Source: an optimization exercise on an open RTL-to-GDS flow (aim: small area, a short achievable clock period and few clock cycles per item). Production flows keep margins and buffers that such runs may drop.
The RTL was checked by simulation tests, not by an equivalence proof against the original design.
No activity file was given, so power comes from the tool's default toggle rates.

west:
Design per_sensor_running_average_alarm, start of the top module:
module per_sensor_running_average_alarm (
    input  wire logic        i_clk,
    input  wire logic        i_rst_n,
    input  wire logic        i_in_valid,
    output logic             o_in_ready,
    input  wire logic [31:0] i_in_data,
    output logic             o_out_valid,
    input  wire logic        i_out_ready,
    output logic [33:0]      o_out_data,
    input  wire logic        i_cfg_we,
    input  wire logic        i_cfg_idx,
    input  wire logic [15:0] i_cfg_data
);
For scale: about 13000 cells after synthesis, ~5900 flip-flops, about 230000 µm² of cells after synthesis.
export LEC_CHECK = 0
export CAP_MARGIN = 20
export CORE_MARGIN = 2
export CORE_UTILIZATION = 50
export CTS_CLUSTER_DIAMETER = 70
export CTS_CLUSTER_SIZE = 28
export PLACE_DENSITY = 0.65
export SETUP_SLACK_MARGIN = 5.0
export SLEW_MARGIN = 20
export SYNTH_MEMORY_MAX_BITS = 16384
create_clock -name core_clock -period 8.0 [get_ports {i_clk}]
run.sh (not shown) runs the stock make flow with config.mk's settings and CLKGATE_MAP_FILE= SYNTH_SCRIPT=/design/flow/synth_recipe.tcl, a recipe that flattens the netlist after the stock synthesis.
Testbench counts of west, summed over its fixed seeds: cycles 16,064, items 16,000.
For south, these inputs were changed with respect to west:
diff --git a/flow/design.v b/flow/design.v
--- a/flow/design.v
+++ b/flow/design.v
@@ -261,77 +261,75 @@
             r6_unk  <= r5_unk;
             r6_id   <= r5_id;
             r6_sum  <= sum5;
             r6_rin3 <= rin3_5;
             r6_rin5 <= rin5_5;
             r6_n    <= r5_n;
         end
     end
     logic [15:0] q3, q5;
     logic        rnz3, rnz5;
     logic [15:0] quo6;
     logic        inc6;
+    logic [15:0] mean6;
     psra_quo3 u_quo3 (.i_sum(r6_sum[15:0]), .i_rin(r6_rin3), .o_quo(q3), .o_rnz(rnz3));
     psra_quo5 u_quo5 (.i_sum(r6_sum[15:0]), .i_rin(r6_rin5), .o_quo(q5), .o_rnz(rnz5));
     always_comb begin
         if (r6_n[0]) begin
             quo6 = r6_sum[15:0];
             inc6 = 1'b0;
         end else if (r6_n[1]) begin
             quo6 = r6_sum[16:1];
             inc6 = r6_sum[18] & r6_sum[0];
         end else if (r6_n[3]) begin
             quo6 = r6_sum[17:2];
             inc6 = r6_sum[18] & (|r6_sum[1:0]);
         end else if (r6_n[2]) begin
             quo6 = q3;
             inc6 = r6_sum[18] & rnz3;
         end else begin
             quo6 = q5;
             inc6 = r6_sum[18] & rnz5;
         end
+        mean6 = quo6 + 16'(inc6);
     end
     logic                    r7_v, r7_unk;
     logic [15:0]             r7_id;
-    logic [15:0]             r7_quo;
-    logic                    r7_inc;
+    logic signed [15:0]      r7_mean;
     always_ff @(posedge i_clk) begin
         if (!i_rst_n) begin
             r7_v <= 1'b0;
         end else if (i_en) begin
             r7_v <= r6_v;
         end
         if (i_en) begin
-            r7_unk <= r6_unk;
-            r7_id  <= r6_id;
-            r7_quo <= quo6;
-            r7_inc <= inc6;
+            r7_unk  <= r6_unk;
+            r7_id   <= r6_id;
+            r7_mean <= mean6;
         end
     end
-    logic signed [15:0] mean7;
-    logic [1:0]         st7;
+    logic [1:0] st7;
     always_comb begin
-        mean7 = r7_quo + 16'(r7_inc);
-        if (mean7 < i_cold) begin
+        if (r7_mean < i_cold) begin
             st7 = ST_COLD;
-        end else if (mean7 > i_hot) begin
+        end else if (r7_mean > i_hot) begin
             st7 = ST_HOT;
         end else begin
             st7 = ST_NORMAL;
         end
         o_v = r7_v;
         if (r7_unk) begin
             o_data = {r7_id, 16'h0000, ST_UNKNOWN};
         end else begin
-            o_data = {r7_id, mean7, st7};
+            o_data = {r7_id, r7_mean, st7};
         end
     end
 endmodule
 `default_nettype wire
 `default_nettype none
 module psra_rem3 (
     input  wire logic [18:0] i_sum,
     output logic      [11:0] o_rin     
 );
     function automatic logic [2:0] res(input logic [3:0] x);
         res[0] = (x == 4'd0) | (x == 4'd3) | (x == 4'd6) | (x == 4'd9) | (x == 4'd12) | (x == 4'd15);
         res[1] = (x == 4'd1) | (x == 4'd4) | (x == 4'd7) | (x == 4'd10) | (x == 4'd13);
@@ -587,33 +585,31 @@
             r1_f  <= r1_v && (r1_id == i_in_data[31:16]);
         end
     end
     always_comb begin
         free_e = r2_new ? {free[SLOTS-2:0], 1'b0} : free;
         full_e = r2_new ? full1 : full;
         hit    = |r1_m;
         sel    = r1_f ? r2_sel : (hit ? r1_m : free_e);
         unk    = r1_f ? r2_unk : (!hit && full_e);
         claim  = r1_v && !r1_f && !hit && !full_e;
     end
     always_ff @(posedge i_clk) begin
-        r2_sel <= ({SLOTS{en && r1_v}} & sel) | ({SLOTS{!en}} & r2_sel);
-    end
-    always_ff @(posedge i_clk) begin
         if (!i_rst_n) begin
             r2_v <= 1'b0;
         end else if (en) begin
             r2_v <= r1_v;
         end
         if (en) begin
+            r2_sel <= r1_v ? sel : '0;
             r2_new <= claim;
             r2_unk <= unk;
             r2_id  <= r1_id;
             r2_t   <= r1_t;
         end
     end
     psra_dp u_dp (
         .i_clk   (i_clk),
         .i_rst_n (i_rst_n),
         .i_en    (en),
         .i_v     (r2_v),
         .i_unk   (r2_unk),
The final layout from south, which completed every stage, passed the timing, DRC and antenna checks at the end of the flow.
Area of all placed cells without fillers across south and west: no real change.
As far as total number of clock tree sinks is concerned, south and west perform about the same.
south vs. west: die area was more or less identical, share of the clock period used by the worst path after layout went up by 3.4 points.
Comparing south and west, the lower net switching share of the total power was measured on south.
Looking at first-pass GRT wire length across both flows, south is the weaker of the two, with west ahead.
Comparing south and west, the higher via count of the first global-routing pass was measured on south.
Sort south and west by count of clock-net buffers in the final layout, descending, and west comes first.
Compared with west, south shows met2 wirelength from detailed routing higher by about 1.4%.
Looking at south and west, the basic-gate share of the synthesized area counting and, or, nand and nor cells is a wash.
Testbench counts of south, summed over its fixed seeds: cycles 16,064, items 16,000.

==> afterwards: timing with drivers on the ports <==
The results above use ideal ports. As a check the final layouts listed here were re-extracted and re-timed, cells and wires unchanged.
Step 1: set_driving_cell puts a clkbuf_16 on i_clk and a buf_2 on each other input, an assumption about the parent block.
Step 2 also shifts input and output timing later by t, the mid clock arrival at the registers, as if the neighbouring blocks saw the same clock.
Slacks: ideal ports / drivers / drivers and shift; pairs: ideal ports / drivers.
run | t (ns) | setup slack, ns | worst setup path at the end | clock arrival spread, ns
west | 1.150 | 4.810 / 4.789 / 3.790 | input to register | 0.100 / 0.100
south | 1.152 | 4.538 / 4.538 / 3.889 | input to register | 0.102 / 0.102
After both steps every run listed still meets setup and hold. For west, which loses most, drivers alone change the setup slack by -0.021 ns; drivers and shift together by -1.020 ns.
